This is an optimization exercise on Yosys and OpenROAD, whose aim is small area, not a production implementation. The RTL was checked by simulation tests, not by an equivalence proof against the original design. Power figures rest on the tool's default switching activity, not on a simulated workload.

$ cat design.v
`default_nettype none
module pdm_sampler (
    input  logic       clk_i,
    input  logic       rst_n_i,
    input  logic       pdm_data_i,
    output logic       pdm_clk_o,
    output logic       pdm_bit_o,
    output logic       pdm_valid_o,
    output logic [2:0] phase_o
);
    logic [2:0] ph_q;
    logic [1:0] sync_q;
    logic       valid_q;
    always_ff @(posedge clk_i) begin
        if (!rst_n_i) begin
            ph_q    <= '0;
            valid_q <= 1'b0;
        end else begin
            ph_q    <= ph_q + 1'b1;
            valid_q <= (ph_q == 3'd7);   
        end
    end
    always_ff @(posedge clk_i) begin
        sync_q <= {sync_q[0], pdm_data_i};   
    end
    assign pdm_clk_o   = ph_q[2];
    assign pdm_bit_o   = sync_q[1];
    assign pdm_valid_o = valid_q;
    assign phase_o     = ph_q;
endmodule
`default_nettype wire
`default_nettype none
module cic_filter (
    input  logic                    clk_i,
    input  logic                    rst_n_i,
    input  logic                    clear_i,
    input  logic [7-1:0] decim_i,
    input  logic                    pdm_bit_i,
    input  logic                    pdm_valid_i,
    output logic [16:0]             pcm_o,         
    output logic                    pcm_valid_o
);
    localparam int N = 4;
    logic clr;
    assign clr = !rst_n_i || clear_i;
    logic [7-1:0] decim_cnt;
    logic                    fire;
    assign fire = pdm_valid_i && (decim_cnt == 7'(1));
    always_ff @(posedge clk_i) begin
        if (clr) begin
            decim_cnt <= decim_i;
        end else if (pdm_valid_i) begin
            decim_cnt <= fire ? decim_i : decim_cnt - 1'b1;
        end
    end
    logic [2:0] fill_q;   
    always_ff @(posedge clk_i) begin
        if (clr) begin
            fill_q <= '0;
        end else if (fire && !fill_q[2]) begin
            fill_q <= fill_q + 1'b1;
        end
    end
    logic [2:0] step_q;
    logic       start;
    always_ff @(posedge clk_i) begin
        step_q <= (step_q >= 3'd6) ? 3'd0 : step_q + 1'b1;
    end
    assign start = (step_q == 3'd0);
    logic act_p, fire_p, bit_p;    
    always_ff @(posedge clk_i) begin
        if (clr) begin
            act_p  <= 1'b0;
            fire_p <= 1'b0;
        end else if (pdm_valid_i && !start) begin
            act_p  <= 1'b1;
            fire_p <= fire;
        end else if (start) begin
            act_p  <= 1'b0;
            fire_p <= 1'b0;
        end
    end
    always_ff @(posedge clk_i) begin
        if (pdm_valid_i) bit_p <= pdm_bit_i;
    end
    logic zero_q, mask_q, act_q, fire_q;
    logic mask, act, fire_now, bit_now;
    always_ff @(posedge clk_i) begin
        if (clr)        zero_q <= 1'b1;
        else if (start) zero_q <= 1'b0;
    end
    always_ff @(posedge clk_i) begin
        if (start) begin
            mask_q <= zero_q;
            act_q  <= act_p | pdm_valid_i;
            fire_q <= fire_p | fire;
        end
    end
    assign mask     = start ? zero_q                : mask_q;
    assign act      = start ? (act_p | pdm_valid_i) : act_q;
    assign fire_now = start ? (fire_p | fire)       : fire_q;
    assign bit_now  = pdm_valid_i ? pdm_bit_i : bit_p;
    logic [27:0] integ_q [N];
    logic [3:0]  integ_d [N];    
    logic [N-1:0] icarry_q;
    for (genvar i = 0; i < N; i++) begin : g_integ
        logic [3:0] own;
        logic [3:0] addend;
        logic       cin;
        logic [4:0] sum;
        assign integ_d[i] = mask ? 4'd0 : integ_q[i][3:0];
        if (i == 0) begin : g_head
            assign own    = integ_d[i];
            assign addend = 4'd0;
            assign cin    = start ? (act & bit_now) : icarry_q[i];   
        end else begin : g_tail
            if (i == N - 1) begin : g_dump
                assign own = fire_now ? 4'd0 : integ_d[i];
            end else begin : g_run
                assign own = integ_d[i];
            end
            assign addend = act ? integ_d[i-1] : 4'd0;
            assign cin    = start ? 1'b0 : icarry_q[i];
        end
        always_comb begin
            logic c;
            c = cin;
            for (int b = 0; b < 4; b++) begin
                sum[b] = own[b] ^ addend[b] ^ c;
                c      = (own[b] & addend[b]) | (c & (own[b] ^ addend[b]));
            end
            sum[4] = c;
        end
        always_ff @(posedge clk_i) begin
            integ_q[i]  <= {sum[3:0], integ_q[i][27:4]};
            icarry_q[i] <= sum[4];
        end
    end
    logic [27:0]  comb_q [1:N-1];
    logic [3:0]   comb_in [N+1];
    logic [N-1:1] cborrow_q;
    assign comb_in[1] = integ_d[N-1];   
    for (genvar i = 1; i < N; i++) begin : g_comb
        logic [3:0] dly;
        logic       cin;
        logic [4:0] diff;
        assign dly  = mask ? 4'd0 : comb_q[i][3:0];
        assign cin  = start ? 1'b1 : cborrow_q[i];
        always_comb begin
            logic c;
            c = cin;
            for (int b = 0; b < 4; b++) begin
                diff[b] = comb_in[i][b] ^ ~dly[b] ^ c;
                c       = (comb_in[i][b] & ~dly[b]) | (c & (comb_in[i][b] ^ ~dly[b]));
            end
            diff[4] = c;
        end
        assign comb_in[i+1] = diff[3:0];
        always_ff @(posedge clk_i) begin
            comb_q[i]    <= {(fire_now ? comb_in[i] : dly), comb_q[i][27:4]};
            cborrow_q[i] <= diff[4];
        end
    end
    logic [3:0]  zd;
    logic [15:0] line_lo [4];
    logic        line_ov [4];
    assign zd = comb_in[N];
    always_ff @(posedge clk_i) begin
        if (fire_now && (step_q < 3'd4)) begin
            line_lo[0] <= {zd, line_lo[0][15:4]};
        end
        if (fire_now && (step_q >= 3'd4)) begin
            line_ov[0] <= (step_q != 3'd4 && line_ov[0]) || (zd != 4'd0);
        end
    end
    for (genvar i = 1; i < 4; i++) begin : g_line
        always_ff @(posedge clk_i) begin
            if (start && fire_now) begin
                line_lo[i] <= line_lo[i-1];
                line_ov[i] <= line_ov[i-1];
            end
        end
    end
    assign pcm_valid_o = fill_q[2] & fire & ~clear_i;
    assign pcm_o       = {line_ov[3], line_lo[3]};
endmodule
`default_nettype wire
`default_nettype none
module pcm_fifo (
    input  logic        clk_i,
    input  logic        rst_n_i,
    input  logic        clear_i,
    input  logic [2:0]  phase_i,
    input  logic        wr_i,
    input  logic [16:0] wr_data_i,
    input  logic        rd_i,
    output logic [16:0] rd_data_o,
    output logic        empty_o,
    output logic        overflow_o
);
    localparam int AW = $clog2(8);
    logic [16:0]   ring_q [8];
    logic [16:0]   hold_q;
    logic [AW-1:0] hold_slot_q;
    logic          hold_v_q;
    logic          ins;
    logic [AW:0]   wr_ptr;        
    logic [AW:0]   rd_ptr;
    logic [8-1:0] rd_sel_q;   
    logic [AW-1:0] rd_pos;
    logic          rd_hold;
    logic          rd_hold_q;     
    logic          full;
    logic          wr_ok;
    logic          overflow_q;
    assign empty_o = (wr_ptr == rd_ptr);
    assign full    = (wr_ptr[AW] != rd_ptr[AW]) && (wr_ptr[AW-1:0] == rd_ptr[AW-1:0]);
    assign wr_ok   = wr_i & ~full;   
    logic [AW:0] rd_next;
    assign rd_next = rd_ptr + {{AW{1'b0}}, rd_i};
    always_ff @(posedge clk_i) begin
        rd_ptr <= rd_next;
        if (!rst_n_i || clear_i) begin
            wr_ptr <= rd_next;
        end else if (wr_ok) begin
            wr_ptr <= wr_ptr + 1'b1;
        end
    end
    always_ff @(posedge clk_i) begin
        if (!rst_n_i || clear_i) begin
            overflow_q <= 1'b0;
        end else if (wr_i && full) begin
            overflow_q <= 1'b1;   
        end
    end
    assign ins = hold_v_q && (phase_i == hold_slot_q - 1'b1);
    always_ff @(posedge clk_i) begin
        if (wr_ok) begin
            hold_q      <= wr_data_i;
            hold_slot_q <= wr_ptr[AW-1:0];
        end
        hold_v_q <= wr_ok || (hold_v_q && !ins);
    end
    always_ff @(posedge clk_i) begin
        ring_q[0] <= ins ? hold_q : ring_q[8-1];
        for (int i = 1; i < 8; i++) begin
            ring_q[i] <= ring_q[i-1];
        end
    end
    assign rd_pos  = phase_i + 2'd2 - rd_ptr[AW-1:0];
    assign rd_hold = hold_v_q && !ins && (hold_slot_q == rd_ptr[AW-1:0] - 1'b1);
    always_ff @(posedge clk_i) begin
        for (int i = 0; i < 8; i++) begin
            rd_sel_q[i] <= !rd_hold && (rd_pos == AW'(i));
        end
        rd_hold_q <= rd_hold;
    end
    always_comb begin
        rd_data_o = rd_hold_q ? hold_q : '0;
        for (int i = 0; i < 8; i++) begin
            rd_data_o = rd_data_o | (rd_sel_q[i] ? ring_q[i] : '0);
        end
    end
    assign overflow_o = overflow_q;
endmodule
`default_nettype wire
`default_nettype none
module pcm_reader (
    input  logic                    clk_i,
    input  logic                    rst_n_i,
    input  logic                    rd_en_i,
    input  logic                    empty_i,
    input  logic [16:0]             word_i,    
    output logic                    pop_o,
    output logic [16-1:0] audio_o,
    output logic                    audio_valid_o,
    output logic                    clip_o
);
    logic                    pend_q;
    logic                    over;
    logic                    valid_q;
    logic                    clip_q;
    assign pop_o = rd_en_i & ~empty_i & ~pend_q;
    always_ff @(posedge clk_i) begin
        if (!rst_n_i) begin
            pend_q <= 1'b0;
        end else begin
            pend_q <= pop_o;   
        end
    end
    assign over = word_i[16];
    always_ff @(posedge clk_i) begin
        if (!rst_n_i) begin
            valid_q <= 1'b0;
            clip_q  <= 1'b0;
        end else begin
            valid_q <= pend_q;
            if (valid_q) begin
                clip_q <= over;
            end
        end
    end
    assign audio_o       = over ? '1 : word_i[16-1:0];
    assign audio_valid_o = valid_q;
    assign clip_o        = valid_q ? over : clip_q;
endmodule
`default_nettype wire
`default_nettype none
module pdm_mic_top (
    input  logic                    clk_i,
    input  logic                    rst_n_i,
    input  logic                    clear_i,
    input  logic [7-1:0] decim_i,
    input  logic                    pdm_data_i,
    input  logic                    rd_en_i,
    output logic                    pdm_clk_o,
    output logic [16-1:0] audio_o,
    output logic                    audio_valid_o,
    output logic                    clip_o,
    output logic                    overflow_o
);
    logic        pdm_bit;      
    logic        pdm_valid;
    logic [2:0]  phase;
    logic [16:0] pcm_word;     
    logic        pcm_valid;
    logic [16:0] fifo_word;
    logic        fifo_empty;
    logic        fifo_pop;
    pdm_sampler pdm_sampler_i (
        .clk_i       (clk_i),
        .rst_n_i     (rst_n_i),
        .pdm_data_i  (pdm_data_i),
        .pdm_clk_o   (pdm_clk_o),
        .pdm_bit_o   (pdm_bit),
        .pdm_valid_o (pdm_valid),
        .phase_o     (phase)
    );
    cic_filter cic_filter_i (
        .clk_i       (clk_i),
        .rst_n_i     (rst_n_i),
        .clear_i     (clear_i),
        .decim_i     (decim_i),
        .pdm_bit_i   (pdm_bit),
        .pdm_valid_i (pdm_valid),
        .pcm_o       (pcm_word),
        .pcm_valid_o (pcm_valid)
    );
    pcm_fifo pcm_fifo_i (
        .clk_i      (clk_i),
        .rst_n_i    (rst_n_i),
        .clear_i    (clear_i),
        .phase_i    (phase),
        .wr_i       (pcm_valid),
        .wr_data_i  (pcm_word),
        .rd_i       (fifo_pop),
        .rd_data_o  (fifo_word),
        .empty_o    (fifo_empty),
        .overflow_o (overflow_o)
    );
    pcm_reader pcm_reader_i (
        .clk_i         (clk_i),
        .rst_n_i       (rst_n_i),
        .rd_en_i       (rd_en_i),
        .empty_i       (fifo_empty),
        .word_i        (fifo_word),
        .pop_o         (fifo_pop),
        .audio_o       (audio_o),
        .audio_valid_o (audio_valid_o),
        .clip_o        (clip_o)
    );
endmodule
`default_nettype wire
$ cat flow/run.sh
#!/bin/bash
# Own flow: the standard layout (standard.sh), with the port buffers made
# from the smallest buffer cell and clock-tree synthesis without dummy loads.
set -euo pipefail
export BUFFER_PORTS_ARGS="-buffer_cell sky130_fd_sc_hd__buf_1"
export CTS_ARGS="-sink_clustering_enable -repair_clock_nets -sink_clustering_size 30 -sink_clustering_max_diameter 60 -dont_use_dummy_load"
bash standard.sh > standard_flow.log 2>&1
$ cat standard.sh
#!/bin/bash
# synth_recipe.tcl (not shown) runs the flow's synth.tcl, then flattens the netlist and writes it again
# the make line also repeats each setting of config.mk as NAME=value (left out here)
make -C /OpenROAD-flow-scripts/flow DESIGN_CONFIG=/design/flow/config.mk WORK_HOME=/design/flow/orfs CLKGATE_MAP_FILE= SYNTH_SCRIPT=/design/flow/synth_recipe.tcl "${@:-finish}"
$ cat config.mk
export PLATFORM = sky130hd
export DESIGN_NAME = pdm_mic_top
export DESIGN_NICKNAME = pdm_mic_top
export VERILOG_FILES = /design/flow/design.v
export SDC_FILE = /design/flow/constraint.sdc
export NUM_CORES = 4
export LEC_CHECK = 0
export CAP_MARGIN = 20
export CORE_MARGIN = 2
export CORE_UTILIZATION = 88
export CTS_CLUSTER_DIAMETER = 60
export CTS_CLUSTER_SIZE = 30
export PLACE_DENSITY = 0.92
export SLEW_MARGIN = 20
$ cat constraint.sdc
create_clock -name core_clock -period 10.0 [get_ports {clk_i}]
set_input_delay 2.0000 -clock core_clock [delete_from_list [all_inputs] [get_ports {clk_i}]]
set_output_delay 2.0000 -clock core_clock [all_outputs]
set_load 0.01 [all_outputs]
==> results of run 1 <==
[cell families after synthesis]
kind of cell    count (synthesis)  share of synthesized area
compound gates                 91                     0.0557
xor+xnor                       25                     0.0170
fa+ha+maj                      43                     0.0525
buf+inv                        84                     0.0247
flops                         475                      0.768
mux                            36                     0.0294
simple gates                  133                     0.0531
[power by group through the flow]
stage                     Sequential [W]  Clock (W)  Combinational, W
after detailed placement         0.00211          0          0.000194
after floorplan                  0.00205          0          0.000180
after global placement           0.00211          0          0.000165
[how the worst max path moves through the flow]
| stage | start | end | slack [ns] | cells after the start |
|---|---|---|---|---|
| floorplan | cic_filter_i.step_q[1]$_SDFF_PP0_ | cic_filter_i.line_ov[0]$_DFFE_PP_ | 5.40 | 17 |
| global placement | cic_filter_i.step_q[1]$_SDFF_PP0_ | cic_filter_i.line_ov[0]$_DFFE_PP_ | 4.62 | 15 |
| detailed placement | cic_filter_i.step_q[1]$_SDFF_PP0_ | cic_filter_i.line_ov[0]$_DFFE_PP_ | 4.20 | 15 |
[through the flow]
step | util | instance area [um2] | instances
after floorplan | - | 13700 | 887
after global placement | 0.915 | 13900 | 1077
after detailed placement | 0.915 | 13900 | 1077
==> flow_metrics.tcl, run 1 <==
set metrics [dict create \
    post-place-ws_ns 4.20 \
    avgSynthCellArea_um2 15.4 \
    synth_top_area_cell "dfxtp_1" \
    cts_sinks 475 \
    synth_top_area_share 0.550 \
    detailedPlacementHpwl_um 17700 \
    portBuffers 31 \
    syn_inst 887 \
    synthTopCellsByCount "dfxtp_1 (376), edfxtp_1 (99), inv_1 (53), nand2_1 (36), fa_1 (24)" \
    io_pins 32 \
    error "[ERROR DPL-0033] detailed placement checks failed during check placement." \
    cts_setup_buffers 0 \
    start_util 0.900 \
    synthesis.area_mm2 0.0137 \
    ys_seq_elements 475 \
    yosysMostFrequentCell "dfxtp_1" \
    cts_made_buffers 19 \
    die_w_um 129 \
    placementRows 45 \
    gp_congestion 0.781 \
    yosys-top-cells-area "dfxtp_1 (55%), edfxtp_1 (22%), fa_1 (3.5%), mux2_2 (1.9%), ha_1 (1.7%)" \
    ys_seq_area_frac 0.768 \
    htreeDepth 1 \
    synth_nets 942 \
    status "did not finish" \
    async_flop_share 0 \
    cts_root_buf "clkbuf_16" \
    cts-hold-fix-buffers 0 \
    synth-main-ff-cell "dfxtp_1" \
    die_h_um 129 \
    yosys_warnings 11 \
    lastStage "4_1_cts" \
    synth_edf_count 99 \
    synthDistinctLibCells 50 \
    ctsResizeCount 0 \
    cts_buffer_depth 3 \
]
==> inputs of run 2 (changes only) <==
--- a/config.mk
+++ b/config.mk
@@ -9,6 +9,6 @@
 export CORE_MARGIN = 2
-export CORE_UTILIZATION = 88
+export CORE_UTILIZATION = 80
 export CTS_CLUSTER_DIAMETER = 60
 export CTS_CLUSTER_SIZE = 30
-export PLACE_DENSITY = 0.92
+export PLACE_DENSITY = 0.85
 export SLEW_MARGIN = 20
==> run 2 against run 1 <==
Against the previous run:
- now clean on timing, DRC and antenna
- synthesized cell count did not move
- area after synthesis did not move
==> flow_metrics.tcl, run 2 <==
set metrics [dict create \
    htreeDepth 1 \
    placementRows 47 \
    grt_util_all_layers 0.298 \
    hold_violations 0 \
    largest_reg_flops 136 \
    gp_congestion 0.794 \
    endpoint_kind "register" \
    layout.nets 966 \
    detailedPlacementHpwl_um 14900 \
    layout_common_cells "dfxtp_1 (376), edfxtp_1 (99), inv_1 (53)" \
    hold_ws_ns 0.300 \
    crit_top_cell "fa_1" \
    first_global_vias 7365 \
    final_core_util 0.869 \
    first_pass_iters 5 \
    drc 0 \
    cts_root_buf "clkbuf_16" \
    die_h_um 135 \
    fin_crit_sh 0.577 \
    ant_nets 0 \
    crit_family "adder cells" \
    postPlaceCellArea_mm2 0.0140 \
    start_util 0.822 \
    nFillCells 677 \
    viasPerCell 6.04 \
    hold-path-cell-count 0 \
    cp.arrival_ns 6.06 \
    core_region_area_mm2 0.0166 \
    cts_made_buffers 20 \
    synth-main-ff-cell "dfxtp_1" \
    final_common_cell "dfxtp_1" \
    cts_setup_buffers 0 \
    drv_cap 0 \
    ctsResizeCount 0 \
    largestRegisters "pcm_fifo_i.ring_q (136), cic_filter_i.integ_q (112), cic_filter_i.comb_q (84)" \
    yosysMostFrequentCell "dfxtp_1" \
    antenna_found_initial 0 \
    clk_latency_ns 0.53 \
    portBuffers 31 \
    r2r_end "cic_filter_i.line_ov[0]$_DFFE_PP_" \
    synth_top_area_cell "dfxtp_1" \
    hp-start "cic_filter_i.integ_q[0][22]$_DFF_P_" \
    grt_max_degree 52 \
    top_register "pcm_fifo_i.ring_q" \
    ys_seq_area_frac 0.768 \
    drive_gt1_frac 0.0605 \
    cpMaxStageDelayCell "mux2i_4" \
    status "timing/DRC/antenna clean" \
    num_antenna_cells 0 \
    period_needed_ns 5.77 \
    synth_nets 942 \
    cts-hold-fix-buffers 0 \
    grt_pass1_wl_um 40600 \
    cts_tree "done" \
    regArea_mm2 0.0105 \
    cp_cell_sequence "inv_1, ha_1, nand2b_1, mux2i_4, nand2_1, fa_1, fa_1, inv_1, fa_1, fa_1, inv_1, fa_1, fa_1, nor2_1, nand4_1" \
    wl_per_cell_um 22.9 \
    criticalPathCategory "reg -> reg" \
    rsz0062_at_grt "false" \
    hp-class "reg -> reg" \
    cts_buffer_depth 3 \
    required_ns 10.28 \
    synth_top_area_share 0.550 \
    start_kind "register" \
    cp_max_fo 37 \
    fmax_ghz 0.173 \
    avgSynthCellArea_um2 15.4 \
    drtIter0Drc 639 \
    r2r_cells 15 \
    final_max_slew_viol_count 0 \
    clk_pin_slew_worst_paths_ns 0.11 \
    synthTopCellsByCount "dfxtp_1 (376), edfxtp_1 (99), inv_1 (53), nand2_1 (36), fa_1 (24)" \
    yosys-top-cells-area "dfxtp_1 (55%), edfxtp_1 (22%), fa_1 (3.5%), mux2_2 (1.9%), ha_1 (1.7%)" \
    io_pins 32 \
    final_area_mm2 0.0145 \
    fin_worst_skew_ns 0.0375 \
    cpPeakStageDelay_ns 0.92 \
    vias 6815 \
    die-area_mm2 0.0182 \
    synthesis.area_mm2 0.0137 \
    multiInputGateArea_mm2 0.00285 \
    r2r_setup_slack_ns 4.23 \
    irDropWorstVdd_v 0.000230 \
    setup_violations 0 \
    gr-total-overflow 0 \
    cts_sinks 475 \
    synthDistinctLibCells 50 \
    wirelength_um 25900 \
    worst-slew-pin-transition_ns 1.10 \
    cellLeakagePower_nw 5.70 \
    ys_seq_elements 475 \
    timing.rr.start "cic_filter_i.step_q[1]$_SDFF_PP0_" \
    syn_to_final_growth_pct 5.67 \
    power_density_mw_per_mm2 218 \
    async_flop_share 0 \
    slew_headroom 0.269 \
    syn_inst 887 \
    die_w_um 135 \
    holdPathEnd "cic_filter_i.integ_q[0][18]$_DFF_P_" \
    yosys_warnings 11 \
    worstPathBufferInverterCount 3 \
    synth_edf_count 99 \
    fin_setup_tns_ns 0 \
]
-- run 2: cell counts after synthesis --
Identical to the previous run, type by type.
-- run 2: cells by family (layout without fill, tap and decap cells) --
logic type,after synthesis,in the layout,synth area share
compound gates,91,91,0.0557
xor+xnor,25,25,0.0170
fa+ha+maj,43,43,0.0525
buf+inv,84,106,0.0247
flops,475,475,0.768
mux,36,36,0.0294
simple gates,133,133,0.0531
-- run 2: worst max path at each step --
stage / end / depth (start not counted) / from
6_report: cic_filter_i.line_ov[0]$_DFFE_PP_ / 15 / cic_filter_i.step_q[1]$_SDFF_PP0_
5_1_grt: cic_filter_i.line_ov[0]$_DFFE_PP_ / 15 / cic_filter_i.step_q[1]$_SDFF_PP0_
4_1_cts: cic_filter_i.line_ov[0]$_DFFE_PP_ / 15 / cic_filter_i.step_q[1]$_SDFF_PP0_
3_5_place_dp: cic_filter_i.line_ov[0]$_DFFE_PP_ / 15 / cic_filter_i.step_q[1]$_SDFF_PP0_
3_3_place_gp: cic_filter_i.line_ov[0]$_DFFE_PP_ / 15 / cic_filter_i.step_q[1]$_SDFF_PP0_
2_1_floorplan: cic_filter_i.line_ov[0]$_DFFE_PP_ / 17 / cic_filter_i.step_q[1]$_SDFF_PP0_
-- run 2: routing by layer --
metal / share of wire / global-route usage
met1: 0.38 / 0.359
met2: 0.53 / 0.534
met3: 0.053 / 0.0473
met4: 0.041 / 0.130
met5: 0 / 0
-- run 2: layout make-up --
class                      count  share of cell area
clock buffer                  20              0.0346
inverter                      53              0.0138
multi-input combinational    328               0.197
sequential                   475               0.726
tap                          220              0.0190
timing repair buffer          33             0.00909
-- run 2: through the flow --
step | cells | power, W | setup slack [ns]
final | 1129 | 0.00315 | 4.23
after global routing | 1129 | 0.00323 | 3.92
after CTS | 1129 | 0.00315 | 4.25
after detailed placement | 1109 | 0.00230 | 4.40
after global placement | 1109 | 0.00228 | 4.63
after floorplan | 887 | 0.00223 | 5.40
-- run 2: report_power, final --
part | internal (W) | total, W | switching, W
clock network | 0.000362 | 0.000890 | 0.000528
registers | 0.00199 | 0.00207 | 0.0000865
logic | 0.0000852 | 0.000183 | 0.0000978
total | 0.00244 | 0.00315 | 0.000713
==> inputs of run 3 (changes only) <==
--- a/design.v
+++ b/design.v
@@ -65,2 +65,3 @@
     logic       start;
+    logic       last;
     always_ff @(posedge clk_i) begin
@@ -69,2 +70,3 @@
     assign start = (step_q == 3'd0);
+    assign last  = (step_q >= 3'd6);     
     logic act_p, fire_p, bit_p;    
@@ -114,3 +116,3 @@
             assign addend = 4'd0;
-            assign cin    = start ? (act & bit_now) : icarry_q[i];   
+            assign cin    = icarry_q[i] | (start & act & bit_now);   
         end else begin : g_tail
@@ -122,3 +124,3 @@
             assign addend = act ? integ_d[i-1] : 4'd0;
-            assign cin    = start ? 1'b0 : icarry_q[i];
+            assign cin    = icarry_q[i];
         end
@@ -135,3 +137,3 @@
             integ_q[i]  <= {sum[3:0], integ_q[i][27:4]};
-            icarry_q[i] <= sum[4];
+            icarry_q[i] <= sum[4] & ~last;
         end
@@ -147,3 +149,3 @@
         assign dly  = mask ? 4'd0 : comb_q[i][3:0];
-        assign cin  = start ? 1'b1 : cborrow_q[i];
+        assign cin  = cborrow_q[i];
         always_comb begin
@@ -160,3 +162,3 @@
             comb_q[i]    <= {(fire_now ? comb_in[i] : dly), comb_q[i][27:4]};
-            cborrow_q[i] <= diff[4];
+            cborrow_q[i] <= diff[4] | last;
         end
==> run 3 against run 2 <==
Against the previous run:
- synthesized cell count grew 0.45%
- register-to-register slack better by 0.17 ns
- hold slack gained 0.019 ns
==> flow_metrics.tcl, run 3 <==
set metrics [dict create \
    status "timing/DRC/antenna clean" \
    first_global_vias 7321 \
    drv_cap 0 \
    cts_buffer_depth 3 \
    grt_max_degree 52 \
    async_flop_share 0 \
    instances_no_fill 1135 \
    first_pass_iters 5 \
    drc 0 \
    fmax_ghz 0.178 \
    rsz0062_at_grt "false" \
    synth-main-ff-cell "dfxtp_1" \
    start_kind "register" \
    hp-start "cic_filter_i.integ_q[0][15]$_DFF_P_" \
    cts_sinks 475 \
    holdPathEnd "cic_filter_i.integ_q[0][11]$_DFF_P_" \
    syn_to_final_growth_pct 5.90 \
    final_common_cell "dfxtp_1" \
    syn_inst 891 \
    grt_pass1_wl_um 39600 \
    yosysMostFrequentCell "dfxtp_1" \
    num_antenna_cells 0 \
    fin_worst_skew_ns 0.0444 \
    cts_root_buf "clkbuf_16" \
    htreeDepth 1 \
    drive_gt1_frac 0.0612 \
    final_area_mm2 0.0145 \
    endpoint_kind "register" \
    cts_tree "done" \
    detailedPlacementHpwl_um 14800 \
    core_region_area_mm2 0.0166 \
    yosys_warnings 11 \
    die-area_mm2 0.0181 \
    wl_per_cell_um 22.4 \
    synth_top_area_cell "dfxtp_1" \
    cts_made_buffers 20 \
    ys_seq_area_frac 0.769 \
    clk_pin_slew_worst_paths_ns 0.11 \
    clk_latency_ns 0.54 \
    synthesis.area_mm2 0.0136 \
    period_needed_ns 5.60 \
    antenna_found_initial 0 \
    synth_top_area_share 0.552 \
    r2r_cells 17 \
    ant_nets 0 \
    r2r_setup_slack_ns 4.40 \
    required_ns 10.29 \
    fin_setup_tns_ns 0 \
    portBuffers 31 \
    worst-slew-pin-transition_ns 0.932 \
    placementRows 47 \
    slew_headroom 0.378 \
    hold_violations 0 \
    wirelength_um 25500 \
    irDropWorstVdd_v 0.000197 \
    hold-path-cell-count 0 \
    r2r_end "cic_filter_i.line_ov[0]$_DFFE_PP_" \
    synthTopCellsByCount "dfxtp_1 (376), edfxtp_1 (99), inv_1 (48), nand2_1 (32), and2_1 (30)" \
    largest_reg_flops 136 \
    placedCellCount 1115 \
    cts-hold-fix-buffers 0 \
    yosys-top-cells-area "dfxtp_1 (55%), edfxtp_1 (22%), fa_1 (3.4%), mux2_2 (2.0%), ha_1 (1.8%)" \
    layout.nets 972 \
    cp.arrival_ns 5.89 \
    largestRegisters "pcm_fifo_i.ring_q (136), cic_filter_i.integ_q (112), cic_filter_i.comb_q (84)" \
    viasPerCell 6.03 \
    hold_ws_ns 0.319 \
    cp_max_fo 39 \
    synth_edf_count 99 \
    avgSynthCellArea_um2 15.3 \
    drtIter0Drc 560 \
    cts_setup_buffers 0 \
    postPlaceCellArea_mm2 0.0139 \
    grt_util_all_layers 0.290 \
    criticalPathCategory "reg -> reg" \
    ys_seq_elements 475 \
    io_pins 32 \
    start_util 0.820 \
    cellLeakagePower_nw 5.62 \
    nFillCells 685 \
    final_core_util 0.868 \
    synthDistinctLibCells 45 \
    die_h_um 135 \
    gr-total-overflow 0 \
    gp_congestion 0.800 \
    setup_violations 0 \
    synth_nets 946 \
    timing.rr.start "cic_filter_i.step_q[1]$_SDFF_PN0_" \
    top_register "pcm_fifo_i.ring_q" \
    layout_common_cells "dfxtp_1 (376), edfxtp_1 (99), inv_1 (48)" \
    power_density_mw_per_mm2 218 \
    hp-class "reg -> reg" \
    ctsResizeCount 0 \
    final_max_slew_viol_count 0 \
    vias 6849 \
    fin_crit_sh 0.560 \
    die_w_um 135 \
]
-- run 3: cell types whose count changed in the layout (fill, tap and decap cells not counted), moves of 3 or more --
cell      before  now
o211ai_1       0    3
o21ai_0        9   12
mux2i_1       11    8
nand2_1       36   32
inv_1         53   48
buf_4          2    5
and2_1        21   30
-- run 3: layer usage --
layer	up-vias	track usage	part of all wire	wire length (um)
li1	3116	-	-	-
met1	3421	0.359	0.40	10200
met2	232	0.513	0.51	13100
met3	80	0.0465	0.045	1140
met4	0	0.123	0.040	1010
met5	-	0	0	0
-- run 3: stage by stage --
| stage | setup WS [ns] | power [W] |
|---|---|---|
| floorplan | 5.06 | 0.00223 |
| global placement | 5.12 | 0.00228 |
| detailed placement | 4.81 | 0.00230 |
| CTS | 4.47 | 0.00314 |
| global route | 4.23 | 0.00322 |
| finish | 4.40 | 0.00314 |
-- run 3: logic make-up (layout without fill, tap and decap cells) --
logic type,count (synthesis),count (layout),synth area share
AO/OA/AOI/OAI,98,98,0.0574
XOR/XNOR,26,26,0.0177
AND/OR/NAND/NOR,136,136,0.0537
multiplexers,33,33,0.0264
buffers and inverters,80,104,0.0232
adder cells (fa/ha/maj),43,43,0.0521
flip-flops,475,475,0.769
-- run 3: worst max-delay path by stage --
stage,slack (ns),cells after the start,start,end
2_1_floorplan,5.06,18,cic_filter_i.step_q[1]$_SDFF_PN0_,cic_filter_i.line_ov[0]$_DFFE_PP_
6_report,4.40,17,cic_filter_i.step_q[1]$_SDFF_PN0_,cic_filter_i.line_ov[0]$_DFFE_PP_
3_5_place_dp,4.81,17,cic_filter_i.step_q[1]$_SDFF_PN0_,cic_filter_i.line_ov[0]$_DFFE_PP_
4_1_cts,4.47,17,cic_filter_i.step_q[1]$_SDFF_PN0_,cic_filter_i.line_ov[0]$_DFFE_PP_
5_1_grt,4.23,17,cic_filter_i.step_q[1]$_SDFF_PN0_,cic_filter_i.line_ov[0]$_DFFE_PP_
3_3_place_gp,5.12,17,cic_filter_i.step_q[1]$_SDFF_PN0_,cic_filter_i.line_ov[0]$_DFFE_PP_
-- run 3: final cells by class --
cell class	instances	area, um2	area share
timing repair buffer	36	154	0.0107
clock buffer	20	500	0.0346
inverter	48	180	0.0125
sequential	475	10500	0.727
tap	220	275	0.0190
multi-input combinational	336	2840	0.197
-- run 3: report_power, final --
part,internal (W),total (W),switching [W]
logic,0.0000859,0.000181,0.0000953
registers,0.00199,0.00207,0.0000864
clock network,0.000362,0.000888,0.000527
total,0.00244,0.00314,0.000708
-- run 3: worst max-delay path, stage by stage, from the launching register on --
cell and delay (ns):
dfxtp_1 0.47, inv_1 0.11, ha_1 0.23, nand2b_1 0.28, mux2i_2 0.31, buf_4 0.40
nand2_1 0.16, ha_1 0.27, a31o_2 0.23, fa_1 0.36, inv_1 0.08, fa_1 0.45
fa_1 0.59, inv_1 0.07, fa_1 0.45, fa_1 0.48, nor4_1 0.30, nand2_1 0.09
==> inputs of run 4 (changes only) <==
==> flow/run.sh (replaced) <==
#!/bin/bash
# Own flow: the standard layout (standard.sh), with the port buffers made
# from the smallest buffer cell and clock-tree synthesis without dummy loads.
set -euo pipefail
export BUFFER_PORTS_ARGS="-buffer_cell sky130_fd_sc_hd__buf_1"
export CTS_ARGS="-sink_clustering_enable -repair_clock_nets -sink_clustering_size 36 -sink_clustering_max_diameter 60 -dont_use_dummy_load"
bash standard.sh > standard_flow.log 2>&1
==> run 4 against run 3 <==
Against the previous run:
- sequential cell count did not move
- area after synthesis did not move
- via count rose by 0.19%
- routed wire length increased by 1.2%
- combinational power barely moved
- register-to-register slack improved by 0.099 ns
- largest cell class unchanged
==> flow_metrics.tcl, run 4 <==
set metrics [dict create \
    status "timing/DRC/antenna clean" \
    num_antenna_cells 0 \
    endpoint_kind "register" \
    r2r_setup_slack_ns 4.49 \
    fin_ws_ns 4.49 \
    rsz0062_at_grt "false" \
    detailedPlacementHpwl_um 14800 \
    cellLeakagePower_nw 5.61 \
    yosys_warnings 11 \
    largest_reg_flops 136 \
    drive_gt1_frac 0.0602 \
    fin_worst_skew_ns 0.0576 \
    vias 6862 \
    start_util 0.820 \
    grtUsageMet3 0.0443 \
    yosys-top-cells-area "dfxtp_1 (55%), edfxtp_1 (22%), fa_1 (3.4%), mux2_2 (2.0%), ha_1 (1.8%)" \
    synthDistinctLibCells 45 \
    wl_per_cell_um 22.7 \
    fin_setup_tns_ns 0 \
    first_global_vias 7310 \
    viasPerCell 6.05 \
    cts-hold-fix-buffers 0 \
    clk_pin_slew_worst_paths_ns 0.12 \
    clk_latency_ns 0.54 \
    grt_util_all_layers 0.293 \
    layout_common_cells "dfxtp_1 (376), edfxtp_1 (99), inv_1 (48)" \
    power_density_mw_per_mm2 217 \
    cts_tree "done" \
    cts_buffer_depth 3 \
    irDropWorstVdd_v 0.000225 \
    critPathLaunch "cic_filter_i.step_q[1]$_SDFF_PN0_" \
    holdPathEnd "pcm_fifo_i.ring_q[4][15]$_DFF_P_" \
    final_common_cell "dfxtp_1" \
    drv_cap 0 \
    final_max_slew_viol_count 0 \
    syn_to_final_growth_pct 5.71 \
    synth_top_area_cell "dfxtp_1" \
    final_area_mm2 0.0144 \
    synth_top_area_share 0.552 \
    synth_edf_count 99 \
    ys_seq_area_frac 0.769 \
    cp.arrival_ns 5.80 \
    drc 0 \
    ant_nets 0 \
    wirelength_um 25800 \
    multiInputGateArea_mm2 0.00284 \
    placementRows 47 \
    largestRegisters "pcm_fifo_i.ring_q (136), cic_filter_i.integ_q (112), cic_filter_i.comb_q (84)" \
    required_ns 10.29 \
    fmax_ghz 0.182 \
    synthTopCellsByCount "dfxtp_1 (376), edfxtp_1 (99), inv_1 (48), nand2_1 (32), and2_1 (30)" \
    grt_pass1_wl_um 39800 \
    regArea_mm2 0.0105 \
    drtIter0Drc 722 \
    top_register "pcm_fifo_i.ring_q" \
    first_pass_iters 5 \
    postPlaceCellArea_mm2 0.0139 \
    ctsResizeCount 0 \
    period_needed_ns 5.51 \
    gp_congestion 0.800 \
    start_kind "register" \
    fin_crit_sh 0.551 \
    cts_root_buf "clkbuf_16" \
    hp-start "pcm_fifo_i.ring_q[3][15]$_DFF_P_" \
    core_region_area_mm2 0.0166 \
    grt_max_degree 52 \
    io_pins 32 \
    cts_setup_buffers 0 \
    htreeDepth 1 \
    gr-total-overflow 0 \
    die_h_um 135 \
    setup_violations 0 \
    worst-slew-pin-transition_ns 0.963 \
    r2r_cells 17 \
    met1_usage 0.355 \
    portBuffers 31 \
    timing.rr.start "cic_filter_i.step_q[1]$_SDFF_PN0_" \
    synth-main-ff-cell "dfxtp_1" \
    layout.nets 971 \
    cp_max_fo 39 \
    synth_nets 946 \
    hold-path-cell-count 0 \
    die_w_um 135 \
    synthesis.area_mm2 0.0136 \
    hold_violations 0 \
    cts_sinks 475 \
    async_flop_share 0 \
    nFillCells 677 \
    antenna_found_initial 0 \
    ys_seq_elements 475 \
    syn_inst 891 \
    hp-class "reg -> reg" \
    criticalPathCategory "reg -> reg" \
    slew_headroom 0.357 \
    die-area_mm2 0.0181 \
    r2r_end "cic_filter_i.line_ov[0]$_DFFE_PP_" \
    grt_use_met2 0.525 \
    grt.busiest_layer "met2" \
    post-place-ws_ns 4.81 \
    avgSynthCellArea_um2 15.3 \
    yosysMostFrequentCell "dfxtp_1" \
    cts_made_buffers 19 \
]
run 4: cell counts after synthesis:
Identical to the previous run, type by type.
run 4: area by class of cell:
cell class              count  share of cell area
multi-input cells         336               0.197
clock buffers              19              0.0330
flip-flops and latches    475               0.728
repair buffers             36              0.0107
well taps                 220              0.0191
inverters                  48              0.0125
run 4: worst max-delay path by stage:
stage | slack [ns] | end | cells past startpoint
after CTS | 4.51 | cic_filter_i.line_ov[0]$_DFFE_PP_ | 17
after detailed placement | 4.81 | cic_filter_i.line_ov[0]$_DFFE_PP_ | 17
after global routing | 4.37 | cic_filter_i.line_ov[0]$_DFFE_PP_ | 17
after floorplan | 5.06 | cic_filter_i.line_ov[0]$_DFFE_PP_ | 18
final | 4.49 | cic_filter_i.line_ov[0]$_DFFE_PP_ | 17
after global placement | 5.12 | cic_filter_i.line_ov[0]$_DFFE_PP_ | 17
run 4: where the power goes:
part | leakage [nW] | internal (W) | switching, W
Combinational | 1.38 | 0.0000859 | 0.0000965
Clock | 0.234 | 0.000345 | 0.000524
Sequential | 3.99 | 0.00199 | 0.0000869
Total | 5.61 | 0.00242 | 0.000707
run 4: critical path, stage by stage, from the launching register on:
cell and delay [ns]:
dfxtp_1 0.47, inv_1 0.11, ha_1 0.23, nand2b_1 0.25, mux2i_2 0.28, buf_4 0.39
nand2_1 0.16, ha_1 0.24, a31o_2 0.22, fa_1 0.38, inv_1 0.09, fa_1 0.47
fa_1 0.59, inv_1 0.09, fa_1 0.46, fa_1 0.47, nor4_1 0.24, nand2_1 0.09
run 4: per-stage QoR:
stage | cells | hold slack [ns] | utilization | total power [W]
after floorplan | 891 | 0.310 | - | 0.00223
after global placement | 1115 | 0.310 | 0.838 | 0.00228
after detailed placement | 1115 | 0.312 | 0.838 | 0.00230
after CTS | 1134 | 0.310 | 0.867 | 0.00312
after global routing | 1134 | 0.306 | 0.867 | 0.00321
final | 1134 | 0.301 | 0.867 | 0.00313
run 4: routing by layer:
layer / part of all wire / up-vias
met1: 0.39 / 3375
met3: 0.050 / 77
met4: 0.038 / 0
met2: 0.53 / 289
li1: - / 3121
met5: 0 / -
run 4: cell families (layout without fill, tap and decap cells):
group | after synthesis | count (layout) | share of synthesized area
adder cells (fa/ha/maj) | 43 | 43 | 0.0521
AO/OA/AOI/OAI | 98 | 98 | 0.0574
multiplexers | 33 | 33 | 0.0264
AND/OR/NAND/NOR | 136 | 136 | 0.0537
flip-flops | 475 | 475 | 0.769
buffers and inverters | 80 | 103 | 0.0232
XOR/XNOR | 26 | 26 | 0.0177
==> inputs of run 5 (changes only) <==
==> flow/run.sh (replaced) <==
#!/bin/bash
# Own flow: the standard layout (standard.sh), with the port buffers made
# from the smallest buffer cell and clock-tree synthesis without dummy loads.
set -euo pipefail
export BUFFER_PORTS_ARGS="-buffer_cell sky130_fd_sc_hd__buf_1"
export CTS_ARGS="-sink_clustering_enable -repair_clock_nets -sink_clustering_size 20 -sink_clustering_max_diameter 40 -dont_use_dummy_load -root_buf sky130_fd_sc_hd__clkbuf_16 -buf_list {sky130_fd_sc_hd__clkbuf_8}"
bash standard.sh > standard_flow.log 2>&1
==> run 5 against run 4 <==
Against the previous run:
- utilization rose by 0.54 points
- worst setup slack improved by 0.11 ns
- area after synthesis did not move
- critical path depth did not move
- non-clock buffer count did not move
- register-to-register slack improved by 0.11 ns
- sequential cell count did not move
==> flow_metrics.tcl, run 5 <==
set metrics [dict create \
    portBuffers 31 \
    route.met3.wl_um 1340 \
    synth_edf_count 99 \
    ctsResizeCount 0 \
    cts_root_buf "clkbuf_16" \
    largestRegisters "pcm_fifo_i.ring_q (136), cic_filter_i.integ_q (112), cic_filter_i.comb_q (84)" \
    core_region_area_mm2 0.0166 \
    synthesis.area_mm2 0.0136 \
    share_comb_of_total_power 0.058 \
    viasPerCell 5.96 \
    synth_top_area_cell "dfxtp_1" \
    power_density_mw_per_mm2 219 \
    wl_per_cell_um 20.8 \
    crit_top_cell "fa_1" \
    drive_gt1_frac 0.0783 \
    io_pins 32 \
    grt_util_all_layers 0.275 \
    detailedPlacementHpwl_um 14800 \
    status "timing/DRC/antenna clean" \
    synth_top_area_share 0.552 \
    grt_pass1_wl_um 37600 \
    cts-hold-fix-buffers 0 \
    clk_pin_slew_worst_paths_ns 0.10 \
    ys_seq_area_frac 0.769 \
    hold_violations 0 \
    drv_cap 0 \
    drc 0 \
    power_frac_seq 0.653 \
    cts_setup_buffers 0 \
    gr-total-overflow 0 \
    synthDistinctLibCells 45 \
    period_needed_ns 5.40 \
    cts_tree "done" \
    slew_headroom 0.366 \
    largest_reg_flops 136 \
    avgSynthCellArea_um2 15.3 \
    endpoint_kind "register" \
    syn_inst 891 \
    first_pass_iters 5 \
    cpMaxStageDelayCell "fa_1" \
    vias 6871 \
    antenna_found_initial 0 \
    yosys-top-cells-area "dfxtp_1 (55%), edfxtp_1 (22%), fa_1 (3.4%), mux2_2 (2.0%), ha_1 (1.8%)" \
    htreeDepth 2 \
    cpPeakStageDelay_ns 0.59 \
    cp_max_fo 39 \
    hp-class "reg -> reg" \
    ys_seq_elements 475 \
    cts_made_buffers 37 \
    placedCellCount 1115 \
    ant_nets 0 \
    cts_sinks 475 \
    rsz0062_at_grt "false" \
    gp_congestion 0.800 \
    highest_layer "met4" \
    wirelength_um 23900 \
    synth_nets 946 \
    die_w_um 135 \
    setup_violations 0 \
    die-area_mm2 0.0181 \
    cts_buffer_depth 3 \
    cellLeakagePower_nw 5.67 \
    drtIter0Drc 526 \
    crit_family "adder cells" \
    grt_max_degree 52 \
    required_ns 10.23 \
    async_flop_share 0 \
    clk_latency_ns 0.51 \
    p_total_w 0.00318 \
    wl_met1_um 9570 \
    criticalPathCategory "reg -> reg" \
    post-place-ws_ns 4.81 \
    switchingPower_w 0.000724 \
    num_antenna_cells 0 \
    irDropWorstVdd_v 0.000183 \
    layout.nets 989 \
    instances_no_fill 1152 \
    switching_share 0.228 \
    layout_common_cells "dfxtp_1 (376), edfxtp_1 (99), inv_1 (48)" \
    fin_setup_tns_ns 0 \
    final_max_slew_viol_count 0 \
    pwr-share-clk 0.290 \
    die_h_um 135 \
    cp.arrival_ns 5.63 \
    start_util 0.820 \
    worstPathBufferInverterCount 4 \
    synth-main-ff-cell "dfxtp_1" \
    top_register "pcm_fifo_i.ring_q" \
    syn_to_final_growth_pct 6.37 \
    worst-slew-pin-transition_ns 0.950 \
    yosysMostFrequentCell "dfxtp_1" \
    r2r_setup_slack_ns 4.60 \
    cp_cell_sequence "inv_1, ha_1, nand2b_1, mux2i_2, buf_4, nand2_1, ha_1, a31o_2, fa_1, inv_1, fa_1, fa_1, inv_1, fa_1, fa_1, nor4_1, nand2_1" \
    p_int_w 0.00245 \
    fmax_ghz 0.185 \
    final_core_util 0.872 \
    placementRows 47 \
    synthTopCellsByCount "dfxtp_1 (376), edfxtp_1 (99), inv_1 (48), nand2_1 (32), and2_1 (30)" \
    first_global_vias 7320 \
    fin_worst_skew_ns 0.0475 \
    fin_ws_ns 4.60 \
    start_kind "register" \
    final_common_cell "dfxtp_1" \
    fin_crit_sh 0.540 \
    wl_met2_um 12200 \
    yosys_warnings 11 \
]
[run 5: cells by family (layout without fill, tap and decap cells)]
| kind of cell | after synthesis | count (layout) | synth area share |
|---|---|---|---|
| flip-flops | 475 | 475 | 0.769 |
| buffers and inverters | 80 | 121 | 0.0232 |
| multiplexers | 33 | 33 | 0.0264 |
| AND/OR/NAND/NOR | 136 | 136 | 0.0537 |
| XOR/XNOR | 26 | 26 | 0.0177 |
| adder cells (fa/ha/maj) | 43 | 43 | 0.0521 |
| AO/OA/AOI/OAI | 98 | 98 | 0.0574 |
[run 5: final timing paths]
path         cells past startpoint                              start                           endpoint
max                             17  cic_filter_i.step_q[1]$_SDFF_PN0_  cic_filter_i.line_ov[0]$_DFFE_PP_
min                              0    pdm_sampler_i.sync_q[0]$_DFF_P_    pdm_sampler_i.sync_q[1]$_DFF_P_
max reg2reg                     17  cic_filter_i.step_q[1]$_SDFF_PN0_  cic_filter_i.line_ov[0]$_DFFE_PP_
min reg2reg                      0    pdm_sampler_i.sync_q[0]$_DFF_P_    pdm_sampler_i.sync_q[1]$_DFF_P_
[run 5: final cells by class]
class | count | area [um2]
Clock buffer | 37 | 566
Multi-Input combinational cell | 336 | 2840
Tap cell | 220 | 275
Fill cell | 708 | 2130
Sequential cell | 475 | 10500
Inverter | 48 | 180
Timing Repair Buffer | 36 | 154
[run 5: stage by stage]
step | instance area, um2 | hold WS (ns)
floorplan | 13600 | 0.310
global placement | 13900 | 0.310
detailed placement | 13900 | 0.312
CTS | 14500 | 0.290
global route | 14500 | 0.288
finish | 14500 | 0.287
[run 5: power by group through the flow]
stage / Clock [W] / Combinational (W) / Sequential [W]
floorplan: 0 / 0.000179 / 0.00205
global placement: 0 / 0.000165 / 0.00211
detailed placement: 0 / 0.000180 / 0.00212
CTS: 0.000932 / 0.000183 / 0.00207
global route: 0.000993 / 0.000208 / 0.00208
finish: 0.000920 / 0.000183 / 0.00207
[run 5: routing by layer]
metal  track usage  vias up
met3        0.0571       77
met1         0.333     3389
met5             0        -
li1              -     3150
met4         0.116        0
met2         0.483      255
==> inputs of run 6 (changes only) <==
--- a/design.v
+++ b/design.v
@@ -71,13 +71,13 @@
     assign last  = (step_q >= 3'd6);     
-    logic act_p, fire_p, bit_p;    
+    logic new_v, new_f, new_b;     
+    logic due_v, due_f, due_b;     
     always_ff @(posedge clk_i) begin
         if (clr) begin
-            act_p  <= 1'b0;
-            fire_p <= 1'b0;
-        end else if (pdm_valid_i && !start) begin
-            act_p  <= 1'b1;
-            fire_p <= fire;
+            new_v <= 1'b0;
+            due_v <= 1'b0;
+        end else if (pdm_valid_i) begin
+            new_v <= 1'b1;
+            due_v <= new_v;            
         end else if (start) begin
-            act_p  <= 1'b0;
-            fire_p <= 1'b0;
+            due_v <= 1'b0;
         end
@@ -85,3 +85,8 @@
     always_ff @(posedge clk_i) begin
-        if (pdm_valid_i) bit_p <= pdm_bit_i;
+        if (pdm_valid_i) begin
+            new_f <= fire;
+            new_b <= pdm_bit_i;
+            due_f <= new_f;
+            due_b <= new_b;
+        end
     end
@@ -96,10 +101,10 @@
             mask_q <= zero_q;
-            act_q  <= act_p | pdm_valid_i;
-            fire_q <= fire_p | fire;
+            act_q  <= due_v;
+            fire_q <= due_v & due_f;
         end
     end
-    assign mask     = start ? zero_q                : mask_q;
-    assign act      = start ? (act_p | pdm_valid_i) : act_q;
-    assign fire_now = start ? (fire_p | fire)       : fire_q;
-    assign bit_now  = pdm_valid_i ? pdm_bit_i : bit_p;
+    assign mask     = start ? zero_q          : mask_q;
+    assign act      = start ? due_v           : act_q;
+    assign fire_now = start ? (due_v & due_f) : fire_q;
+    assign bit_now  = due_b;
     logic [27:0] integ_q [N];
@@ -185,4 +190,12 @@
     end
+    logic back_q;
+    always_ff @(posedge clk_i) begin
+        if (pdm_valid_i && fire) begin
+            back_q <= new_v & new_f;
+        end else if (start && fire_now) begin
+            back_q <= 1'b0;
+        end
+    end
     assign pcm_valid_o = fill_q[2] & fire & ~clear_i;
-    assign pcm_o       = {line_ov[3], line_lo[3]};
+    assign pcm_o       = back_q ? {line_ov[2], line_lo[2]} : {line_ov[3], line_lo[3]};
 endmodule
@@ -204,3 +217,2 @@
     logic [16:0]   ring_q [8];
-    logic [16:0]   hold_q;
     logic [AW-1:0] hold_slot_q;
@@ -240,3 +252,2 @@
         if (wr_ok) begin
-            hold_q      <= wr_data_i;
             hold_slot_q <= wr_ptr[AW-1:0];
@@ -246,3 +257,3 @@
     always_ff @(posedge clk_i) begin
-        ring_q[0] <= ins ? hold_q : ring_q[8-1];
+        ring_q[0] <= ins ? wr_data_i : ring_q[8-1];
         for (int i = 1; i < 8; i++) begin
@@ -260,3 +271,3 @@
     always_comb begin
-        rd_data_o = rd_hold_q ? hold_q : '0;
+        rd_data_o = rd_hold_q ? wr_data_i : '0;
         for (int i = 0; i < 8; i++) begin
==> flow/run.sh (replaced) <==
#!/bin/bash
# Own flow: the standard layout (standard.sh), with the port buffers made
# from the smallest buffer cell and clock-tree synthesis without dummy loads.
set -euo pipefail
export BUFFER_PORTS_ARGS="-buffer_cell sky130_fd_sc_hd__buf_1"
export CTS_ARGS="-sink_clustering_enable -repair_clock_nets -sink_clustering_size 30 -sink_clustering_max_diameter 60 -dont_use_dummy_load"
bash standard.sh > standard_flow.log 2>&1
==> run 6 against run 5 <==
Against the previous run:
- still clean on timing, DRC and antenna
- worst setup slack worse by 0.057 ns
- non-clock buffer count down 1
- power down 3.1%
- sequential power down 2%
- sequential cell count down 13
- hold slack better by 0.0045 ns
- count of clock-buffer cells in the layout down 17
- die area down 1.0%
- largest power group unchanged
- highest routed layer unchanged
==> flow_metrics.tcl, run 6 <==
set metrics [dict create \
    cts_sinks 462 \
    final_common_cell "dfxtp_1" \
    avgSynthCellArea_um2 14.6 \
    first_global_vias 7592 \
    largest_reg_flops 136 \
    async_flop_share 0 \
    cts_root_buf "clkbuf_16" \
    die-area_mm2 0.0179 \
    ys_seq_area_frac 0.750 \
    fin_setup_tns_ns 0 \
    power_density_mw_per_mm2 216 \
    cts_tree "done" \
    synth_top_area_cell "dfxtp_1" \
    holdPathEnd "cic_filter_i.integ_q[1][11]$_DFF_P_" \
    syn_to_final_growth_pct 5.66 \
    die_h_um 134 \
    viasPerCell 6.12 \
    top_register "pcm_fifo_i.ring_q" \
    ys_seq_elements 462 \
    syn_inst 922 \
    timing.rr.start "cic_filter_i.step_q[0]$_SDFF_PN0_" \
    detailedPlacementHpwl_um 15200 \
    synthDistinctLibCells 52 \
    cts-hold-fix-buffers 0 \
    period_needed_ns 5.46 \
    ant_nets 0 \
    synth-main-ff-cell "dfxtp_1" \
    slew_headroom 0.371 \
    layout_common_cells "dfxtp_1 (375), edfxtp_1 (87), nand2_1 (58)" \
    rsz0062_at_grt "false" \
    hp-start "cic_filter_i.integ_q[1][15]$_DFF_P_" \
    r2r_setup_slack_ns 4.54 \
    instances_no_fill 1160 \
    nFillCells 700 \
    clk_latency_ns 0.54 \
    ctsResizeCount 0 \
    cts_setup_buffers 0 \
    die_w_um 134 \
    cellLeakagePower_nw 5.60 \
    cts_made_buffers 20 \
    start_kind "register" \
    grt_max_degree 54 \
    required_ns 10.29 \
    drive_gt1_frac 0.0468 \
    drv_cap 0 \
    cp.arrival_ns 5.75 \
    gp_congestion 0.793 \
    synth_nets 977 \
    wirelength_um 26000 \
    irDropWorstVdd_v 0.000210 \
    gr-total-overflow 0 \
    hold_ws_ns 0.291 \
    drc 0 \
    r2r_cells 17 \
    portBuffers 31 \
    synth_edf_count 87 \
    cp_max_fo 47 \
    worst-slew-pin-transition_ns 0.942 \
    first_pass_iters 5 \
    grt_pass1_wl_um 41000 \
    yosys-top-cells-area "dfxtp_1 (56%), edfxtp_1 (19%), fa_1 (3.4%), a221oi_1 (2.1%), a22o_1 (2.1%)" \
    final_core_util 0.863 \
    cts_buffer_depth 3 \
    htreeDepth 1 \
    fmax_ghz 0.183 \
    layout.nets 997 \
    synthesis.area_mm2 0.0135 \
    r2r_end "cic_filter_i.line_ov[0]$_DFFE_PP_" \
    largestRegisters "pcm_fifo_i.ring_q (136), cic_filter_i.integ_q (112), cic_filter_i.comb_q (84)" \
    final_max_slew_viol_count 0 \
    fin_worst_skew_ns 0.0544 \
    io_pins 32 \
    criticalPathCategory "reg -> reg" \
    placedCellCount 1140 \
    grt_util_all_layers 0.297 \
    synth_top_area_share 0.556 \
    setup_violations 0 \
    start_util 0.817 \
    hp-class "reg -> reg" \
    yosysMostFrequentCell "dfxtp_1" \
    fin_crit_sh 0.546 \
    antenna_found_initial 0 \
    drtIter0Drc 577 \
    clk_pin_slew_worst_paths_ns 0.10 \
    status "timing/DRC/antenna clean" \
    synthTopCellsByCount "dfxtp_1 (375), edfxtp_1 (87), nand2_1 (58), inv_1 (38)" \
    core_region_area_mm2 0.0165 \
    wl_per_cell_um 22.4 \
    yosys_warnings 11 \
    vias 7096 \
    hold-path-cell-count 0 \
    hold_violations 0 \
    endpoint_kind "register" \
    placementRows 47 \
    num_antenna_cells 0 \
]
[run 6: cell type report]
class	instances	area, um2	share of cell area
multi-input combinational	383	3070	0.215
tap	220	275	0.0193
sequential	462	10100	0.709
clock buffer	20	500	0.0351
inverter	40	150	0.0105
timing repair buffer	35	146	0.0103
[run 6: stage by stage]
stage	setup WS (ns)	cell area (um2)	total power, W
CTS	4.57	14300	0.00307
detailed placement	4.89	13800	0.00224
floorplan	5.38	13500	0.00218
global placement	5.14	13800	0.00222
finish	4.54	14300	0.00308
global route	4.38	14300	0.00316
[run 6: kinds of logic after synthesis]
| kind of cell | Yosys count | share of synthesized area |
|---|---|---|
| flip-flops | 462 | 0.750 |
| AND/OR/NAND/NOR | 155 | 0.0618 |
| AO/OA/AOI/OAI | 134 | 0.0749 |
| buffers and inverters | 77 | 0.0238 |
| adder cells (fa/ha/maj) | 43 | 0.0526 |
| XOR/XNOR | 26 | 0.0179 |
| multiplexers | 25 | 0.0193 |
[run 6: how the worst max path moves through the flow]
stage                                      start                                 to  slack, ns  depth (start not counted)
6_report       cic_filter_i.step_q[0]$_SDFF_PN0_  cic_filter_i.line_ov[0]$_DFFE_PP_       4.54                         17
3_5_place_dp   cic_filter_i.step_q[1]$_SDFF_PN0_  cic_filter_i.line_ov[0]$_DFFE_PP_       4.89                         17
4_1_cts        cic_filter_i.step_q[0]$_SDFF_PN0_  cic_filter_i.line_ov[0]$_DFFE_PP_       4.57                         17
2_1_floorplan  cic_filter_i.step_q[1]$_SDFF_PN0_  cic_filter_i.line_ov[0]$_DFFE_PP_       5.38                         18
5_1_grt        cic_filter_i.step_q[1]$_SDFF_PN0_  cic_filter_i.line_ov[0]$_DFFE_PP_       4.38                         17
3_3_place_gp   cic_filter_i.step_q[1]$_SDFF_PN0_  cic_filter_i.line_ov[0]$_DFFE_PP_       5.14                         17
[run 6: worst max-delay path, stage by stage, from the launching register on]
cell      delay, ns
dfxtp_1        0.41
inv_1          0.10
ha_1           0.28
nand2b_1       0.28
mux2i_4        0.27
buf_4          0.40
nand2_1        0.17
ha_1           0.24
a31o_1         0.21
fa_1           0.37
inv_1          0.08
fa_1           0.46
fa_1           0.59
inv_1          0.11
fa_1           0.46
fa_1           0.47
nor4_1         0.24
nand2_1        0.08
[run 6: power breakdown]
group	internal [W]	switching, W	total [W]
Clock	0.000361	0.000515	0.000876
Sequential	0.00193	0.0000876	0.00202
Combinational	0.0000892	0.0000964	0.000186
[run 6: routing by layer]
metal / part of all wire / track usage / up-vias
met1: 0.40 / 0.377 / 3516
met4: 0.033 / 0.102 / 0
li1: - / - / 3214
met2: 0.52 / 0.527 / 285
met5: 0 / 0 / -
met3: 0.053 / 0.0431 / 81
==> inputs of run 7 (changes only) <==
--- a/config.mk
+++ b/config.mk
@@ -9,6 +9,6 @@
 export CORE_MARGIN = 2
-export CORE_UTILIZATION = 80
+export CORE_UTILIZATION = 84
 export CTS_CLUSTER_DIAMETER = 60
 export CTS_CLUSTER_SIZE = 30
-export PLACE_DENSITY = 0.85
+export PLACE_DENSITY = 0.9
 export SLEW_MARGIN = 20
==> run 7 against run 6 <==
Against the previous run:
- largest cell class unchanged
- global-route usage up 4.1 points
- still clean on timing, DRC and antenna
- sequential power about the same
- critical path type unchanged
- combinational power up 11%
- design area down 0.25%
- routed wire length up 7.2%
- sequential cell count unchanged
- highest routed layer is now met5
- count of clock-buffer cells in the layout down 1
- utilization up 3.9 points
- cell count down 0.52%
- synthesized cell count unchanged
- first-iteration DRC count up 9.0%
- clock skew down 0.0087 ns
==> flow_metrics.tcl, run 7 <==
set metrics [dict create \
    num_antenna_cells 0 \
    drv_cap 0 \
    detailedPlacementHpwl_um 16500 \
    grt_max_degree 54 \
    cts_made_buffers 19 \
    cts_tree "done" \
    yosysMostFrequentCell "dfxtp_1" \
    rsz0062_at_grt "false" \
    antenna_found_initial 1 \
    vias 7347 \
    die_w_um 131 \
    hp-start "cic_filter_i.integ_q[2][12]$_DFF_P_" \
    start_util 0.856 \
    synth_top_area_share 0.556 \
    syn_inst 922 \
    grt_util_all_layers 0.337 \
    hold_violations 0 \
    setup_violations 0 \
    top_register "pcm_fifo_i.ring_q" \
    worst-slew-pin-transition_ns 0.994 \
    ant_nets 0 \
    final_core_util 0.902 \
    wirelength_um 27900 \
    gr-total-overflow 0 \
    ctsResizeCount 0 \
    placementRows 46 \
    cts_root_buf "clkbuf_16" \
    cp.arrival_ns 5.77 \
    placedCellCount 1135 \
    irDropWorstVdd_v 0.000194 \
    power_density_mw_per_mm2 217 \
    clk_latency_ns 0.53 \
    fmax_ghz 0.182 \
    gp_congestion 0.771 \
    cellLeakagePower_nw 5.58 \
    final_max_slew_viol_count 0 \
    viasPerCell 6.37 \
    criticalPathCategory "reg -> reg" \
    synthDistinctLibCells 52 \
    syn_to_final_growth_pct 5.40 \
    synth_nets 977 \
    core_region_area_mm2 0.0158 \
    layout.nets 995 \
    yosys_warnings 11 \
    ys_seq_area_frac 0.750 \
    status "timing/DRC/antenna clean" \
    yosys-top-cells-area "dfxtp_1 (56%), edfxtp_1 (19%), fa_1 (3.4%), a221oi_1 (2.1%), a22o_1 (2.1%)" \
    synthTopCellsByCount "dfxtp_1 (375), edfxtp_1 (87), nand2_1 (58), inv_1 (38)" \
    drive_gt1_frac 0.0448 \
    critPathLaunch "cic_filter_i.step_q[1]$_SDFF_PN0_" \
    htreeDepth 1 \
    start_kind "register" \
    final_common_cell "dfxtp_1" \
    portBuffers 31 \
    die_h_um 131 \
    slew_headroom 0.337 \
    first_pass_iters 5 \
    layout_common_cells "dfxtp_1 (375), edfxtp_1 (87), nand2_1 (58)" \
    cts_setup_buffers 0 \
    ys_seq_elements 462 \
    largestRegisters "pcm_fifo_i.ring_q (136), cic_filter_i.integ_q (112), cic_filter_i.comb_q (84)" \
    fin_worst_skew_ns 0.0457 \
    avgSynthCellArea_um2 14.6 \
    synth_edf_count 87 \
    largest_reg_flops 136 \
    endpoint_kind "register" \
    hp-class "reg -> reg" \
    synth_top_area_cell "dfxtp_1" \
    fin_crit_sh 0.549 \
    drc 0 \
    grt_pass1_wl_um 42900 \
    clk_pin_slew_worst_paths_ns 0.11 \
    timing.rr.start "cic_filter_i.step_q[1]$_SDFF_PN0_" \
    synthesis.area_mm2 0.0135 \
    fin_setup_tns_ns 0 \
    async_flop_share 0 \
    required_ns 10.28 \
    synth-main-ff-cell "dfxtp_1" \
    drtIter0Drc 629 \
    first_global_vias 7764 \
    instances_no_fill 1154 \
    io_pins 32 \
    cts_sinks 462 \
    wl_per_cell_um 24.1 \
    cts-hold-fix-buffers 0 \
    cts_buffer_depth 3 \
    p_total_w 0.00309 \
    period_needed_ns 5.49 \
    cp_max_fo 47 \
    die-area_mm2 0.0171 \
]
## run 7: cell counts after synthesis
No cell type changed its count.
## run 7: path summary, 6_finish.rpt
kind,end,slack [ns],depth (start not counted)
setup / recovery,cic_filter_i.line_ov[0]$_DFFE_PP_,4.51,17
hold reg to reg,cic_filter_i.integ_q[2][8]$_DFF_P_,0.33,0
setup reg to reg,cic_filter_i.line_ov[0]$_DFFE_PP_,4.51,17
hold / removal,cic_filter_i.integ_q[2][8]$_DFF_P_,0.33,0
## run 7: worst max-delay path, stage by stage, from the launching register on
cell and delay, ns:
dfxtp_1 0.43, inv_1 0.07, ha_1 0.24, nand2b_1 0.30, mux2i_4 0.29, buf_4 0.41, nand2_1 0.13, ha_1 0.23
a31o_1 0.22, fa_1 0.38, inv_1 0.09, fa_1 0.47, fa_1 0.57, inv_1 0.09, fa_1 0.44, fa_1 0.47
nor4_1 0.29, nand2_1 0.11
## run 7: power by group
part | leakage (nW) | internal (W) | switching [W]
Clock | 0.234 | 0.000344 | 0.000514
Sequential | 3.81 | 0.00193 | 0.0000916
Combinational | 1.53 | 0.0000903 | 0.000115
Total | 5.58 | 0.00236 | 0.000721
## run 7: metrics by stage
stage	hold WS, ns	area (um2)	setup WS, ns
6_report	0.331	14200	4.51
5_1_grt	0.337	14200	4.28
4_1_cts	0.332	14200	4.54
3_5_place_dp	0.312	13800	4.74
3_3_place_gp	0.311	13800	5.15
2_1_floorplan	0.310	13500	5.38
## run 7: logic make-up (layout without fill, tap and decap cells)
group / count (synthesis) / after routing / synth area share
fa+ha+maj: 43 / 43 / 0.0526
buf+inv: 77 / 93 / 0.0238
simple gates: 155 / 155 / 0.0618
mux: 25 / 25 / 0.0193
compound gates: 134 / 134 / 0.0749
xor+xnor: 26 / 26 / 0.0179
flops: 462 / 462 / 0.750
## run 7: area by class of cell
type	instances	area, um2
sequential	462	10100
multi-input combinational	383	3070
fill	548	1540
clock buffer	19	475
tap	216	270
inverter	40	150
timing repair buffer	34	139
## run 7: metal layers
metal	GRT usage	up-vias	routed length, um
met3	0.0513	93	1790
met4	0.137	2	1000
met2	0.593	385	14500
met5	0	-	13
li1	-	3197	-
met1	0.425	3670	10600

-- separate check: timing with driven ports --
Ports are ideal in the flow. The routed layouts listed here were re-timed in OpenROAD.
Step 1, drivers: a clkbuf_16 drives clk_i and a buf_2 each remaining input, both assumed.
Step 2 times the ports against the registers' clock, not the clock port: input delays grow and output delays shrink by t, the midpoint of the rising clock arrivals with the driver on.
a / b / c = ideal ports / drivers / drivers and shift; a / b = the first two.
run	shift t [ns]	setup slack, ns	worst setup path after step 2
run 2	0.554	4.225 / 4.225 / 4.225	register to register
run 3	0.562	4.395 / 4.395 / 4.395	register to register
run 4	0.557	4.494 / 4.494 / 4.494	register to register
run 5	0.537	4.600 / 4.600 / 4.600	register to register
run 6	0.549	4.543 / 4.543 / 4.543	register to register
run 7	0.558	4.508 / 4.508 / 4.508	register to register
After both steps setup and hold are still met in every run listed.
